This design comes from an exercise in tuning for small area, a short achievable clock period and few clock cycles on the open sky130 flow, not from production work. Where RTL was checked, it was by simulation tests only, not by an equivalence proof against the original. Only the layout flow was run in run 2; the RTL was not checked for function there. The clock port is modelled as an ideal driver; clocking choices that lean on that would not hold on a real chip.

==> flow/design.v, too long to show whole: its modules and the start of the top module <==
// module dot8: 1610 lines
// module fa1: 10 lines
// module hex_seg: 28 lines
// module minilab_top: 66 lines
module minilab_top (
  input  logic        CLOCK_50,
  input  logic        KEY,
  input  logic [9:0]  SW,
  output logic        LEDR,
  output logic [6:0]  HEX0,
  output logic [6:0]  HEX1,
  output logic [6:0]  HEX2,
  output logic [6:0]  HEX3,
  output logic [6:0]  HEX4,
  output logic [6:0]  HEX5,
  output logic        mem_read,
  output logic [31:0] mem_address,
  input  logic [63:0] mem_readdata,
  input  logic        mem_readdatavalid,
  input  logic        mem_waitrequest
);
  // ...
==> flow/flow/run.sh <==
#!/bin/bash
# The standard layout with two changes: the port buffers are buf_4 cells
# instead of the delay cells ORFS picks by default (which the timing repair,
# restricted to cells of the same footprint, cannot replace), and after clock
# tree synthesis a second setup repair runs that may change footprints.
# Everything else is standard.sh.
set -euo pipefail
export BUFFER_PORTS_ARGS="-buffer_cell sky130_fd_sc_hd__buf_4"
export POST_CTS_TCL="$PWD/flow/post_cts.tcl"
bash standard.sh synth > standard_synth.log 2>&1
bash standard.sh > standard_layout.log 2>&1
==> flow/flow/post_cts.tcl <==
# A second setup repair after the standard one, here allowed to change a
# cell's footprint (the standard repair keeps each cell's footprint).
estimate_parasitics -placement
repair_timing -setup -setup_margin $::env(SETUP_SLACK_MARGIN) -repair_tns 100 -verbose
detailed_placement
check_placement -verbose
==> flow/standard.sh <==
#!/bin/bash
# synth_recipe.tcl (not shown) runs the flow's synth.tcl, then flattens the netlist and writes it again
# the make line also repeats each setting of config.mk as NAME=value (left out here)
make -C /OpenROAD-flow-scripts/flow DESIGN_CONFIG=/design/flow/config.mk WORK_HOME=/design/flow/orfs CLKGATE_MAP_FILE= SYNTH_SCRIPT=/design/flow/synth_recipe.tcl "${@:-finish}"
==> flow/config.mk <==
export PLATFORM = sky130hd
export DESIGN_NAME = minilab_top
export DESIGN_NICKNAME = minilab_top
export VERILOG_FILES = /design/flow/design.v
export SDC_FILE = /design/flow/constraint.sdc
export NUM_CORES = 4
export LEC_CHECK = 0
export ABC_CLOCK_PERIOD_IN_PS = 4700
export CAP_MARGIN = 20
export CORE_MARGIN = 2
export CORE_UTILIZATION = 40
export SETUP_SLACK_MARGIN = 3.3
export SLEW_MARGIN = 20
export SYNTH_HIERARCHICAL = 1
==> flow/constraint.sdc <==
create_clock -name core_clock -period 8.0 [get_ports {CLOCK_50}]
set_input_delay 1.6000 -clock core_clock [delete_from_list [all_inputs] [get_ports {CLOCK_50}]]
set_output_delay 1.6000 -clock core_clock [all_outputs]
set_load 0.01 [all_outputs]
==> run summary, run 1 <==
* Outcome: complete, no violations
- Leading cell type by number of instances after synthesis: sky130_fd_sc_hd__nand2_1
- Area occupied by multi-input gates: between 15000 and 20000 um^2
- Most common cell after layout, fill and taps aside: sky130_fd_sc_hd__nand2_1
- Die height: 246.7 um
- Post-Synth Simple-Gate Area: 10.08%
- CTS sink count: 272
- Number of input and output port buffers inserted: 118
- The most used flip-flop cell after synthesis is sky130_fd_sc_hd__edfxtp_1.
* Largest register FFs: 133
- All-Layer GR Usage: 22.99%
- The placed instances occupy a cell area of about 25000 um^2.
- Flip-flop and latch share of the layout cell area: 27.06%
- Synth cell count leaders: sky130_fd_sc_hd__nand2_1 (529), sky130_fd_sc_hd__fa_1 (486), sky130_fd_sc_hd__edfxtp_1 (197), sky130_fd_sc_hd__clkbuf_1 (126), sky130_fd_sc_hd__dfxtp_1 (66)
* Via count: 14550
- Top cell class by occupied area: multi-input gates
- In this run the top signal layer used is met4.
- Summing all non-filler instances in the final layout gives an area of approximately 28000 um^2.
- The plain and repair buffers instantiated in the layout total between 150 and 200.
- Before antenna repair, the detailed router went through 5 iterations.
- Cells with a size suffix above 1 make up 26.21% of the layout.
* Number of sequential cells in the layout: around 270
- Clock skew on the completed layout was measured at 0.03548 ns.
- Ranked by flip-flop count, first place goes to res.
- Worst-skew pair later-pin latency: 0.62 ns
- The critical path runs through a total of 9 cells.
- Vias in the first global route: 16167
* Setup violation total in the final timing report: 0
- The worst setup path is launched from an input port.
Testbench counts, summed over its fixed seeds: cycles 2,661.
==> inputs of run 2 (changes only) <==
--- a/flow/design.v
+++ b/flow/design.v
@@ -899,130 +899,96 @@
   logic s885;
   logic c886;
   logic s887;
   logic c888;
   logic s889;
   logic c890;
   logic s891;
   logic c892;
-  logic s959;
-  logic c960;
-  logic s961;
-  logic c962;
-  logic s963;
-  logic c964;
-  logic s965;
-  logic c966;
-  logic s967;
-  logic c968;
-  logic s969;
-  logic c970;
-  logic s971;
-  logic c972;
-  logic s973;
-  logic c974;
-  logic s975;
-  logic c976;
-  logic s977;
-  logic c978;
-  logic s979;
-  logic c980;
-  logic s981;
-  logic c982;
-  logic s983;
-  logic c984;
-  logic s985;
-  logic c986;
-  logic s987;
-  logic c988;
-  logic s989;
-  logic c990;
-  logic s991;
-  logic c992;
-  logic s993;
-  logic c994;
-  logic s995;
-  logic c996;
-  logic s997;
-  logic c998;
-  logic s999;
-  logic c1000;
-  logic s1001;
-  logic c1002;
-  logic s1003;
-  logic c1004;
-  logic s1005;
-  logic c1006;
-  logic s1007;
-  logic c1008;
-  logic s1009;
-  logic c1010;
-  logic s1011;
-  logic c1012;
-  logic s1013;
-  logic c1014;
-  logic s1015;
-  logic c1016;
-  logic s1017;
-  logic c1018;
-  logic s1019;
-  logic c1020;
-  logic s1021;
-  logic c1022;
-  logic s1023;
-  logic c1024;
-  logic s1025;
-  logic c1026;
-  logic s1027;
-  logic c1028;
-  logic s1029;
-  logic c1030;
-  logic s1031;
-  logic c1032;
-  logic s1033;
-  logic c1034;
-  logic s1035;
-  logic c1036;
-  logic s1037;
-  logic c1038;
-  logic r893;
-  logic r894;
-  logic r895;
-  logic r896;
-  logic r897;
-  logic r898;
-  logic r899;
-  logic r900;
-  logic r901;
-  logic r902;
-  logic r903;
-  logic r904;
-  logic r905;
-  logic r906;
-  logic r907;
-  logic r908;
-  logic r909;
-  logic r910;
-  logic r911;
-  logic r912;
-  logic r913;
-  logic r914;
-  logic r915;
-  logic r916;
-  logic r917;
-  logic r918;
-  logic r919;
-  logic r920;
-  logic r921;
-  logic r922;
-  logic r923;
-  logic r924;
-  logic r925;
-  logic r926;
+  logic s893;
+  logic c894;
+  logic s895;
+  logic c896;
+  logic s897;
+  logic c898;
+  logic s899;
+  logic c900;
+  logic s901;
+  logic c902;
+  logic s903;
+  logic c904;
+  logic s905;
+  logic c906;
+  logic s907;
+  logic c908;
+  logic s909;
+  logic c910;
+  logic s911;
+  logic c912;
+  logic s913;
+  logic c914;
+  logic s915;
+  logic c916;
+  logic s917;
+  logic c918;
+  logic s919;
+  logic c920;
+  logic s921;
+  logic c922;
+  logic s923;
+  logic c924;
+  logic s925;
+  logic c926;
+  logic s976;
+  logic c977;
+  logic s978;
+  logic c979;
+  logic s980;
+  logic c981;
+  logic s982;
+  logic c983;
+  logic s984;
+  logic c985;
+  logic s986;
+  logic c987;
+  logic s988;
+  logic c989;
+  logic s990;
+  logic c991;
+  logic s992;
+  logic c993;
+  logic s994;
+  logic c995;
+  logic s996;
+  logic c997;
+  logic s998;
+  logic c999;
+  logic s1000;
+  logic c1001;
+  logic s1002;
+  logic c1003;
+  logic s1004;
+  logic c1005;
+  logic s1006;
+  logic c1007;
+  logic s1008;
+  logic c1009;
+  logic s1010;
+  logic c1011;
+  logic s1012;
+  logic c1013;
+  logic s1014;
+  logic c1015;
+  logic s1016;
+  logic c1017;
+  logic s1018;
+  logic c1019;
+  logic s1020;
+  logic c1021;
   logic r927;
   logic r928;
   logic r929;
   logic r930;
   logic r931;
   logic r932;
   logic r933;
   logic r934;
@@ -1045,83 +1011,83 @@
   logic r951;
   logic r952;
   logic r953;
   logic r954;
   logic r955;
   logic r956;
   logic r957;
   logic r958;
+  logic r959;
+  logic r960;
+  logic r961;
+  logic r962;
+  logic r963;
+  logic r964;
+  logic r965;
+  logic r966;
+  logic r967;
+  logic r968;
+  logic r969;
+  logic r970;
+  logic r971;
+  logic r972;
+  logic r973;
+  logic r974;
+  logic r975;
   always_ff @(posedge clk) begin
-    r893 <= s3;
-    r894 <= s441;
-    r895 <= s757;
-    r896 <= s835;
-    r897 <= c836;
-    r898 <= s851;
-    r899 <= s813;
-    r900 <= c852;
-    r901 <= s837;
-    r902 <= s859;
-    r903 <= s887;
-    r904 <= c820;
-    r905 <= s815;
-    r906 <= s839;
-    r907 <= c860;
-    r908 <= s853;
-    r909 <= c888;
-    r910 <= c854;
-    r911 <= s841;
-    r912 <= s873;
-    r913 <= s889;
-    r914 <= s823;
-    r915 <= s843;
-    r916 <= c874;
-    r917 <= s861;
-    r918 <= c890;
-    r919 <= s879;
-    r920 <= c844;
-    r921 <= s825;
-    r922 <= s845;
-    r923 <= c862;
-    r924 <= s855;
-    r925 <= c880;
-    r926 <= s875;
-    r927 <= s827;
-    r928 <= c856;
-    r929 <= s847;
-    r930 <= c876;
-    r931 <= s863;
-    r932 <= s881;
-    r933 <= s817;
-    r934 <= s849;
-    r935 <= c864;
-    r936 <= s865;
-    r937 <= c882;
-    r938 <= s883;
-    r939 <= s829;
-    r940 <= c866;
-    r941 <= s867;
-    r942 <= c884;
-    r943 <= s885;
-    r944 <= c868;
-    r945 <= s869;
-    r946 <= c886;
-    r947 <= s891;
-    r948 <= c832;
-    r949 <= s833;
-    r950 <= c870;
-    r951 <= s857;
-    r952 <= c892;
-    r953 <= s811;
-    r954 <= c858;
-    r955 <= s877;
-    r956 <= s871;
-    r957 <= c878;
-    r958 <= c872;
+    r927 <= s3;
+    r928 <= s441;
+    r929 <= s757;
+    r930 <= s835;
+    r931 <= c836;
+    r932 <= s851;
+    r933 <= s893;
+    r934 <= s925;
+    r935 <= s895;
+    r936 <= c926;
+    r937 <= s915;
+    r938 <= c896;
+    r939 <= s889;
+    r940 <= c916;
+    r941 <= s909;
+    r942 <= c910;
+    r943 <= s905;
+    r944 <= s919;
+    r945 <= s875;
+    r946 <= s897;
+    r947 <= c906;
+    r948 <= c920;
+    r949 <= s911;
+    r950 <= s881;
+    r951 <= s899;
+    r952 <= c912;
+    r953 <= s921;
+    r954 <= s883;
+    r955 <= s901;
+    r956 <= c922;
+    r957 <= s923;
+    r958 <= c884;
+    r959 <= s885;
+    r960 <= c902;
+    r961 <= s907;
+    r962 <= c924;
+    r963 <= s891;
+    r964 <= c908;
+    r965 <= s913;
+    r966 <= s857;
+    r967 <= c892;
+    r968 <= s903;
+    r969 <= c914;
+    r970 <= c904;
+    r971 <= s917;
+    r972 <= c878;
+    r973 <= s871;
+    r974 <= c918;
+    r975 <= c872;
   end
   fa1 u_s1 (.a(pn[0][0][0]), .b(pn[1][0][0]), .c(pn[2][0][0]), .s(s1), .co(c2));
   fa1 u_s3 (.a(pn[3][0][0]), .b(pn[4][0][0]), .c(pn[5][0][0]), .s(s3), .co(c4));
   fa1 u_s5 (.a(pn[0][0][1]), .b(pn[0][1][0]), .c(pn[1][0][1]), .s(s5), .co(c6));
   fa1 u_s7 (.a(pn[1][1][0]), .b(pn[2][0][1]), .c(pn[2][1][0]), .s(s7), .co(c8));
   fa1 u_s9 (.a(pn[3][0][1]), .b(pn[3][1][0]), .c(pn[4][0][1]), .s(s9), .co(c10));
   fa1 u_s11 (.a(pn[4][1][0]), .b(pn[5][0][1]), .c(pn[5][1][0]), .s(s11), .co(c12));
   fa1 u_s13 (.a(pn[6][0][1]), .b(pn[6][1][0]), .c(pn[7][0][1]), .s(s13), .co(c14));
@@ -1559,59 +1525,59 @@
   fa1 u_s877 (.a(s709), .b(c756), .c(c834), .s(s877), .co(c878));
   fa1 u_s879 (.a(c822), .b(s801), .c(c842), .s(s879), .co(c880));
   fa1 u_s881 (.a(c826), .b(s805), .c(c846), .s(s881), .co(c882));
   fa1 u_s883 (.a(c828), .b(s807), .c(c848), .s(s883), .co(c884));
   fa1 u_s885 (.a(c818), .b(s809), .c(c850), .s(s885), .co(c886));
   fa1 u_s887 (.a(c814), .b(c838), .c(s819), .s(s887), .co(c888));
   fa1 u_s889 (.a(s799), .b(c840), .c(s821), .s(s889), .co(c890));
   fa1 u_s891 (.a(s797), .b(c830), .c(s831), .s(s891), .co(c892));
-  fa1 u_s959 (.a(r899), .b(r900), .c(r901), .s(s959), .co(c960));
-  fa1 u_s961 (.a(r904), .b(r905), .c(r906), .s(s961), .co(c962));
-  fa1 u_s963 (.a(r907), .b(r908), .c(r909), .s(s963), .co(c964));
-  fa1 u_s965 (.a(r910), .b(r911), .c(r912), .s(s965), .co(c966));
-  fa1 u_s967 (.a(r914), .b(r915), .c(r916), .s(s967), .co(c968));
-  fa1 u_s969 (.a(r917), .b(r918), .c(r919), .s(s969), .co(c970));
-  fa1 u_s971 (.a(r920), .b(r921), .c(r922), .s(s971), .co(c972));
-  fa1 u_s973 (.a(r923), .b(r924), .c(r925), .s(s973), .co(c974));
-  fa1 u_s975 (.a(r927), .b(r928), .c(r929), .s(s975), .co(c976));
-  fa1 u_s977 (.a(r930), .b(r931), .c(r932), .s(s977), .co(c978));
-  fa1 u_s979 (.a(r933), .b(r934), .c(r935), .s(s979), .co(c980));
-  fa1 u_s981 (.a(r936), .b(r937), .c(r938), .s(s981), .co(c982));
-  fa1 u_s983 (.a(r939), .b(r940), .c(r941), .s(s983), .co(c984));
-  fa1 u_s985 (.a(r944), .b(r945), .c(r946), .s(s985), .co(c986));
-  fa1 u_s987 (.a(r948), .b(r949), .c(r950), .s(s987), .co(c988));
-  fa1 u_s989 (.a(r953), .b(r954), .c(r955), .s(s989), .co(c990));
-  fa1 u_s991 (.a(r902), .b(r903), .c(c960), .s(s991), .co(c992));
-  fa1 u_s993 (.a(r913), .b(c962), .c(c964), .s(s993), .co(c994));
-  fa1 u_s995 (.a(r926), .b(c968), .c(c970), .s(s995), .co(c996));
-  fa1 u_s997 (.a(r942), .b(r943), .c(c980), .s(s997), .co(c998));
-  fa1 u_s999 (.a(r951), .b(r952), .c(c986), .s(s999), .co(c1000));
-  fa1 u_s1001 (.a(r956), .b(r957), .c(c990), .s(s1001), .co(c1002));
-  fa1 u_s1003 (.a(c966), .b(s967), .c(s969), .s(s1003), .co(c1004));
-  fa1 u_s1005 (.a(c972), .b(c974), .c(s975), .s(s1005), .co(c1006));
-  fa1 u_s1007 (.a(c976), .b(c978), .c(s979), .s(s1007), .co(c1008));
-  fa1 u_s1009 (.a(r947), .b(c984), .c(s985), .s(s1009), .co(c1010));
-  fa1 u_s1011 (.a(s961), .b(s963), .c(c992), .s(s1011), .co(c1012));
-  fa1 u_s1013 (.a(c988), .b(s989), .c(c1000), .s(s1013), .co(c1014));
-  fa1 u_s1015 (.a(s971), .b(s973), .c(c1004), .s(s1015), .co(c1016));
-  fa1 u_s1017 (.a(c982), .b(s983), .c(c1008), .s(s1017), .co(c1018));
-  fa1 u_s1019 (.a(s987), .b(c1010), .c(s999), .s(s1019), .co(c1020));
-  fa1 u_s1021 (.a(s977), .b(c996), .c(s1005), .s(s1021), .co(c1022));
-  fa1 u_s1023 (.a(s981), .b(c1006), .c(s1007), .s(s1023), .co(c1024));
-  fa1 u_s1025 (.a(s965), .b(s993), .c(c1012), .s(s1025), .co(c1026));
-  fa1 u_s1027 (.a(c998), .b(s1009), .c(c1018), .s(s1027), .co(c1028));
-  fa1 u_s1029 (.a(s997), .b(c1024), .c(s1017), .s(s1029), .co(c1030));
-  fa1 u_s1031 (.a(c994), .b(s1003), .c(c1026), .s(s1031), .co(c1032));
-  fa1 u_s1033 (.a(s995), .b(s1015), .c(c1032), .s(s1033), .co(c1034));
-  fa1 u_s1035 (.a(c1016), .b(s1021), .c(c1034), .s(s1035), .co(c1036));
-  fa1 u_s1037 (.a(c1022), .b(s1023), .c(c1036), .s(s1037), .co(c1038));
+  fa1 u_s893 (.a(s813), .b(c852), .c(s837), .s(s893), .co(c894));
+  fa1 u_s895 (.a(c820), .b(s815), .c(s839), .s(s895), .co(c896));
+  fa1 u_s897 (.a(c844), .b(s825), .c(s845), .s(s897), .co(c898));
+  fa1 u_s899 (.a(s827), .b(c856), .c(s847), .s(s899), .co(c900));
+  fa1 u_s901 (.a(s817), .b(s849), .c(c864), .s(s901), .co(c902));
+  fa1 u_s903 (.a(c832), .b(s833), .c(c870), .s(s903), .co(c904));
+  fa1 u_s905 (.a(s823), .b(s843), .c(c874), .s(s905), .co(c906));
+  fa1 u_s907 (.a(s829), .b(c866), .c(s867), .s(s907), .co(c908));
+  fa1 u_s909 (.a(c854), .b(s841), .c(s873), .s(s909), .co(c910));
+  fa1 u_s911 (.a(c862), .b(s855), .c(c880), .s(s911), .co(c912));
+  fa1 u_s913 (.a(c868), .b(s869), .c(c886), .s(s913), .co(c914));
+  fa1 u_s915 (.a(c860), .b(s853), .c(c888), .s(s915), .co(c916));
+  fa1 u_s917 (.a(s811), .b(c858), .c(s877), .s(s917), .co(c918));
+  fa1 u_s919 (.a(s861), .b(c890), .c(s879), .s(s919), .co(c920));
+  fa1 u_s921 (.a(c876), .b(s863), .c(c898), .s(s921), .co(c922));
+  fa1 u_s923 (.a(s865), .b(c882), .c(c900), .s(s923), .co(c924));
+  fa1 u_s925 (.a(s859), .b(c894), .c(s887), .s(s925), .co(c926));
+  fa1 u_s976 (.a(r935), .b(r936), .c(r937), .s(s976), .co(c977));
+  fa1 u_s978 (.a(r938), .b(r939), .c(r940), .s(s978), .co(c979));
+  fa1 u_s980 (.a(r942), .b(r943), .c(r944), .s(s980), .co(c981));
+  fa1 u_s982 (.a(r945), .b(r946), .c(r947), .s(s982), .co(c983));
+  fa1 u_s984 (.a(r950), .b(r951), .c(r952), .s(s984), .co(c985));
+  fa1 u_s986 (.a(r954), .b(r955), .c(r956), .s(s986), .co(c987));
+  fa1 u_s988 (.a(r958), .b(r959), .c(r960), .s(s988), .co(c989));
+  fa1 u_s990 (.a(r963), .b(r964), .c(r965), .s(s990), .co(c991));
+  fa1 u_s992 (.a(r966), .b(r967), .c(r968), .s(s992), .co(c993));
+  fa1 u_s994 (.a(r972), .b(r973), .c(r974), .s(s994), .co(c995));
+  fa1 u_s996 (.a(r948), .b(r949), .c(c981), .s(s996), .co(c997));
+  fa1 u_s998 (.a(r961), .b(r962), .c(c987), .s(s998), .co(c999));
+  fa1 u_s1000 (.a(r970), .b(r971), .c(c993), .s(s1000), .co(c1001));
+  fa1 u_s1002 (.a(r941), .b(c977), .c(s978), .s(s1002), .co(c1003));
+  fa1 u_s1004 (.a(r953), .b(c983), .c(s984), .s(s1004), .co(c1005));
+  fa1 u_s1006 (.a(r957), .b(c985), .c(s986), .s(s1006), .co(c1007));
+  fa1 u_s1008 (.a(r969), .b(c991), .c(s992), .s(s1008), .co(c1009));
+  fa1 u_s1010 (.a(c989), .b(s990), .c(c999), .s(s1010), .co(c1011));
+  fa1 u_s1012 (.a(c979), .b(s980), .c(c1003), .s(s1012), .co(c1013));
+  fa1 u_s1014 (.a(s988), .b(c1007), .c(s998), .s(s1014), .co(c1015));
+  fa1 u_s1016 (.a(s982), .b(s996), .c(c1013), .s(s1016), .co(c1017));
+  fa1 u_s1018 (.a(c997), .b(s1004), .c(c1017), .s(s1018), .co(c1019));
+  fa1 u_s1020 (.a(c1005), .b(s1006), .c(c1019), .s(s1020), .co(c1021));
   logic [18:0] x, z;
-  assign x = {1'b0, ~r958, ~s1001, ~s1013, ~s1019, ~s1027, ~s1029, ~s1037, ~s1035, ~s1033, ~s1031, ~s1025, ~s1011, ~s991, ~s959, ~r897, ~r896, ~r895, ~r893};
-  assign z = {1'b0, ~c1002, ~c1014, ~c1020, ~c1028, ~c1030, ~c1038, 1'b0, 1'b0, 1'b0, 1'b0, 1'b0, 1'b0, 1'b0, 1'b0, ~r898, 1'b0, 1'b0, ~r894};
+  assign x = {1'b0, ~r975, ~s994, ~s1000, ~s1008, ~s1010, ~s1014, ~s1020, ~s1018, ~s1016, ~s1012, ~s1002, ~s976, ~r934, ~r933, ~r931, ~r930, ~r929, ~r927};
+  assign z = {1'b0, ~c995, ~c1001, ~c1009, ~c1011, ~c1015, ~c1021, 1'b0, 1'b0, 1'b0, 1'b0, 1'b0, 1'b0, 1'b0, 1'b0, ~r932, 1'b0, 1'b0, ~r928};
   assign y = x + z;
 endmodule
 module fa1 (
   input  logic a,
   input  logic b,
   input  logic c,
   output logic s,
   output logic co
==> flow/flow/run.sh (replaced) <==
#!/bin/bash
# The standard layout, except that the port buffers are buf_4 cells instead of
# the delay cells ORFS picks by default (which the timing repair, restricted to
# cells of the same footprint, cannot replace). Everything else is standard.sh.
set -euo pipefail
export BUFFER_PORTS_ARGS="-buffer_cell sky130_fd_sc_hd__buf_4"
bash standard.sh synth > standard_synth.log 2>&1
bash standard.sh > standard_layout.log 2>&1
removed: flow/flow/post_cts.tcl
==> run 2 against run 1 <==
Clock-buffer cell count is the same. Utilization grew 0.79 points. Via count shrank 1.6%. Flip-flop and latch count shrank 17. Maximum frequency grew 0.48%. Synthesized cell count shrank 0.94%. Wire length shrank 2.1%. Setup slack gained 0.024 ns. Highest routed layer unchanged.
==> run summary, run 2 <==
* Outcome: complete, no violations (unchanged)
- The top-area cell type share of the netlist area is 41.91% (was 41.30%).
- Synthesized area: 23220 um^2 (was 23560 um^2)
- The final max-slew violation count was 0 (unchanged).
* Most common cell after layout, fill and taps aside: sky130_fd_sc_hd__nand2_1 (unchanged)
- The combined buffer and inverter count along the critical path is 3 (unchanged).
* Die height: 244.9 um (was 246.7 um)
- Count of different cell masters after synthesis: 55 (unchanged)
* Leading cell type by number of instances after synthesis: sky130_fd_sc_hd__nand2_1 (unchanged)
- Worst path required time: 6.40 ns (about the same)
- The gate count after technology mapping came to 1790 (was 1807).
- Maximum clock frequency: 201.4 MHz (was 200.4 MHz)
* Post-synth EDFFs: 197 (unchanged)
- The family with the most delay on the worst path is multiplexers (unchanged).
- Proportion of synthesized chip area in sequential cells: 30.67% (was 31.68%)
* CTS Root Cell: sky130_fd_sc_hd__clkbuf_16
- All-Layer GR Usage: 22.84% (was 22.99%)
* Register ranked first by flip-flop count: res (unchanged)
- The DRC violation count after routing was 0 (unchanged).
- Warnings from Yosys: 12 (unchanged)
* Mapped Avg Cell Area: 12.97 um^2 (was 13.04 um^2)
* Number of DRC violations after detailed-routing iteration 0: 855 (was 1039)
* DR WL met3: 4638 um (was 5802 um)
- The max capacitance violation total was 0 (unchanged).
- RSZ-0062 raised after global routing: true (unchanged)
- The number of clock sinks seen by CTS was 255 (was 272).
- The final layout net count is 2475 (was 2500).
- Detailed-routed wire length on met2: 32600 um (was 32720 um)
- Most frequently used flop master after synthesis: sky130_fd_sc_hd__edfxtp_1 (unchanged)
* Vias per inst: 5.396 (was 5.427)
- The largest clock skew in the final design was 0.05407 ns (was 0.03548 ns).
- Number of input and output port buffers inserted: 118 (unchanged)
- The type of the worst setup path is input port to primary output (unchanged).
- The clock latency reported for the late side of the worst-skew pair was 0.61 ns (was 0.62 ns).
- Core occupancy in the finished layout: 48.42% (was 47.63%)
* Arrival time reported for the critical path endpoint: 3.37 ns (was 3.39 ns)
* Largest register FFs: 133 (unchanged)
- The share of the clock period used by the worst path after layout was 62.08% (was 62.38%).
- Buffers inserted to repair hold after CTS numbered 0.
* Most area-consuming cells after synthesis: sky130_fd_sc_hd__fa_1 (42%), sky130_fd_sc_hd__edfxtp_1 (25%), sky130_fd_sc_hd__nand2_1 (8.6%) (was sky130_fd_sc_hd__fa_1 (41%), sky130_fd_sc_hd__edfxtp_1 (25%), sky130_fd_sc_hd__nand2_1 (8.4%))
* Final worst path period need: 4.966 ns (was 4.990 ns)
* Final count of hold timing violations: 0 (unchanged)
- Count of filler cells inserted in the layout: 4995 (was 5077)
- Clock Path Buffers: 3
- The CTS clock-pin slew for the worst setup and hold paths is 0.06 ns (about the same).
- Initial standard-cell utilization of the core: 40.32% (was 40.68%)
- The layout-stage area growth over the synthesis result is 20.09% (was 17.09%).
- Largest registers ranked by flip-flop count: res x133, b_q x64 (unchanged).
* Crit Path Max Fanout: 7 (unchanged)
- The TritonCTS clock tree is built (unchanged).
- Worst setup SP type: input port (unchanged)
- The number of iterations in the first detailed-routing pass was 5 (unchanged).
* Share of flip-flops with an asynchronous set or reset: 3.529% (was 3.309%)
- The transition time at the pin with the least slew margin is 1.019 ns (was 1.053 ns).
- The max-slew headroom at the worst pin is 32.04% (was 29.82%).
- The via count is 14320 (was 14550).
- The total congestion overflow was 0 (unchanged).
* Proportion of layout cells with a drive suffix above 1: 38.88% (was 26.21%)
- The highest routing layer actually used is met4 (unchanged).
* H-tree level count: 1
- The via count of the first global-routing pass is 16156 (was 16167).
- Met1 Wirelength: 27760 um (was 27860 um)
* First-pass GRT wire length: 101900 um (was 102900 um)
* Summed negative setup slack over all endpoints: 0 ns (unchanged)
* Crit-path max cell delay: 0.51 ns (was 0.53 ns)
- Dominant cell type by area after synthesis: sky130_fd_sc_hd__fa_1 (unchanged)
- Buffers inserted during clock tree synthesis total 29.
* CP cell instances: buf_16, mux4_2, mux2_4, buf_6, ha_4, nand2b_4, o211ai_1, nand3_1, buf_4 (was buf_16, mux4_2, mux2_4, inv_4, ha_4, nand2b_4, a21boi_2, o211ai_1, buf_4)
* Gp weighted congestion: 0.9538 (was 0.9772)
- Setup crit end kind: primary output (unchanged)
- The footprint of the multi-input gates came to 16740 um^2 (was 16130 um^2).
- The core area came to 57590 um^2 (was 57920 um^2).
- Maximum number of pins on one net before global-route repair: 66 (unchanged)
* Die area: 59990 um^2 (was 60850 um^2)
* Antenna violation net count after detailed routing: 0 (unchanged)
- Cell type of the slowest stage on the worst timing path: sky130_fd_sc_hd__mux4_2 (unchanged)
- The post-detailed-placement half-perimeter wirelength is 53060 um (was 52750 um).
* Synth cell count leaders: sky130_fd_sc_hd__nand2_1 (529), sky130_fd_sc_hd__fa_1 (486), sky130_fd_sc_hd__edfxtp_1 (197), sky130_fd_sc_hd__clkbuf_1 (126), sky130_fd_sc_hd__dfxtp_1 (49) (was sky130_fd_sc_hd__nand2_1 (529), sky130_fd_sc_hd__fa_1 (486), sky130_fd_sc_hd__edfxtp_1 (197), sky130_fd_sc_hd__clkbuf_1 (126), sky130_fd_sc_hd__dfxtp_1 (66))
- Flip-flop and latch count after synthesis: 255 (was 272)
* Routed wirelength normalized by instance count: 25.07 um (was 25.36 um)
- Hold/Removal Path Class: flop to flop (unchanged)
- Die W: 244.9 um (was 246.7 um)
- Count of boundary I/O pins: 154 (unchanged)
* Antenna violations before repair: 1 (unchanged)
* Setup violation total in the final timing report: 0 (unchanged)
- The area taken by flip-flops and latches was 7122 um^2 (was 7463 um^2).
- Most frequent cells in the layout: sky130_fd_sc_hd__nand2_1 (491), sky130_fd_sc_hd__fa_2 (262), sky130_fd_sc_hd__fa_1 (224) (was sky130_fd_sc_hd__nand2_1 (521), sky130_fd_sc_hd__fa_1 (446), sky130_fd_sc_hd__edfxtp_1 (197)).
- Row count: 88 (unchanged)
- The total wire length came to 66540 um (was 67980 um).
[run 2: layout make-up]
cell class / instances / share of cell area (%)
repair buffers: 192 / 6.893
clock buffers: 37 / 2.894
multi-input cells: 1351 / 60.03
well taps: 765 / 3.433
inverters: 37 / 0.7225
flip-flops and latches: 255 / 25.54
clock inverters: 16 / 0.4712
diodes: 1 / 0.008975
[run 2: per-stage QoR]
step	hold WS, ns	instance area (um^2)	setup WS (ns)	instances
global placement	0.5139	25570	2.288	2530
global route	0.5483	27880	2.971	2654
finish	0.5084	27880	3.034	2654
CTS	0.5231	27530	3.024	2647
floorplan	0.5094	25200	2.870	1823
detailed placement	0.5147	25570	2.278	2530
[run 2: modules after synthesis, one instance, submodules excluded]
module       flip-flops and latches  area (um^2)
hex_seg                           0        277.8
minilab_top                     206         8197
fa1                               0        20.02
dot8                             49         3902
[run 2: kinds of logic (layout without fill, tap and decap cells)]
logic type / Yosys count / after routing / share of synthesized area (%)
simple gates: 595 / 595 / 10.23
fa+ha+maj: 531 / 531 / 44.33
flops: 255 / 255 / 30.67
buf+inv: 217 / 282 / 4.441
mux: 97 / 97 / 6.898
compound gates: 73 / 73 / 2.641
xor+xnor: 20 / 20 / 0.7545
other cells: 2 / 36 / 0.03235
[run 2: per-layer routing]
metal,vias up,track usage (%)
met5,-,0
met4,0,5.039
met3,106,4.111
met2,573,38.62
met1,7760,30.87
li1,5881,-
[run 2: path summary, 6_finish.rpt]
path	slack [ns]	end	from	cells past startpoint
max in group asynchronous	7.02	rd_cnt[1]	KEY	1
hold reg to reg	0.51	rd_cnt[3]	rd_cnt[3]	1
min in group asynchronous	0.84	rsp_cnt[2]	KEY	1
setup / recovery	3.03	HEX2[0]	SW[1]	9
hold / removal	0.51	rd_cnt[3]	rd_cnt[3]	1
setup reg to reg	3.40	b_q[17]	u_dot.r939	13
[run 2: repair_timing]
item | in CTS | in global routing
gates cloned | 5 | 1
pin swaps | 43 | 52
endpoints found under the setup margin | 71 | 43
gates resized for setup | 108 | 82
buffers inserted | 59 | 4

-- separate check: timing with driven ports --
The flow's constraints put no driver on any port. The routed layouts listed below were extracted and timed again, unchanged, in two steps. Step 1: set_driving_cell puts a clkbuf_16 on CLOCK_50 and a buf_2 on each other input, an assumption about the parent block. Step 2 moves the port delays by t, midway between the first and last clock arrival at a register: inputs arrive t later, outputs are due t later. That takes back most of the time a late clock gives input paths. Slacks: ideal ports / drivers / drivers and shift; pairs: ideal ports / drivers.
run | t, ns | setup WS [ns] | worst setup path after step 2
run 1 | 0.653 | 3.010 / 2.539 / 2.539 | input to output
run 2 | 0.639 | 3.034 / 2.546 / 2.546 | input to output
After both steps every run listed still meets setup and hold. The setup slack of run 2, which loses most, moves by -0.488 ns with the drivers and by -0.488 ns with both steps.
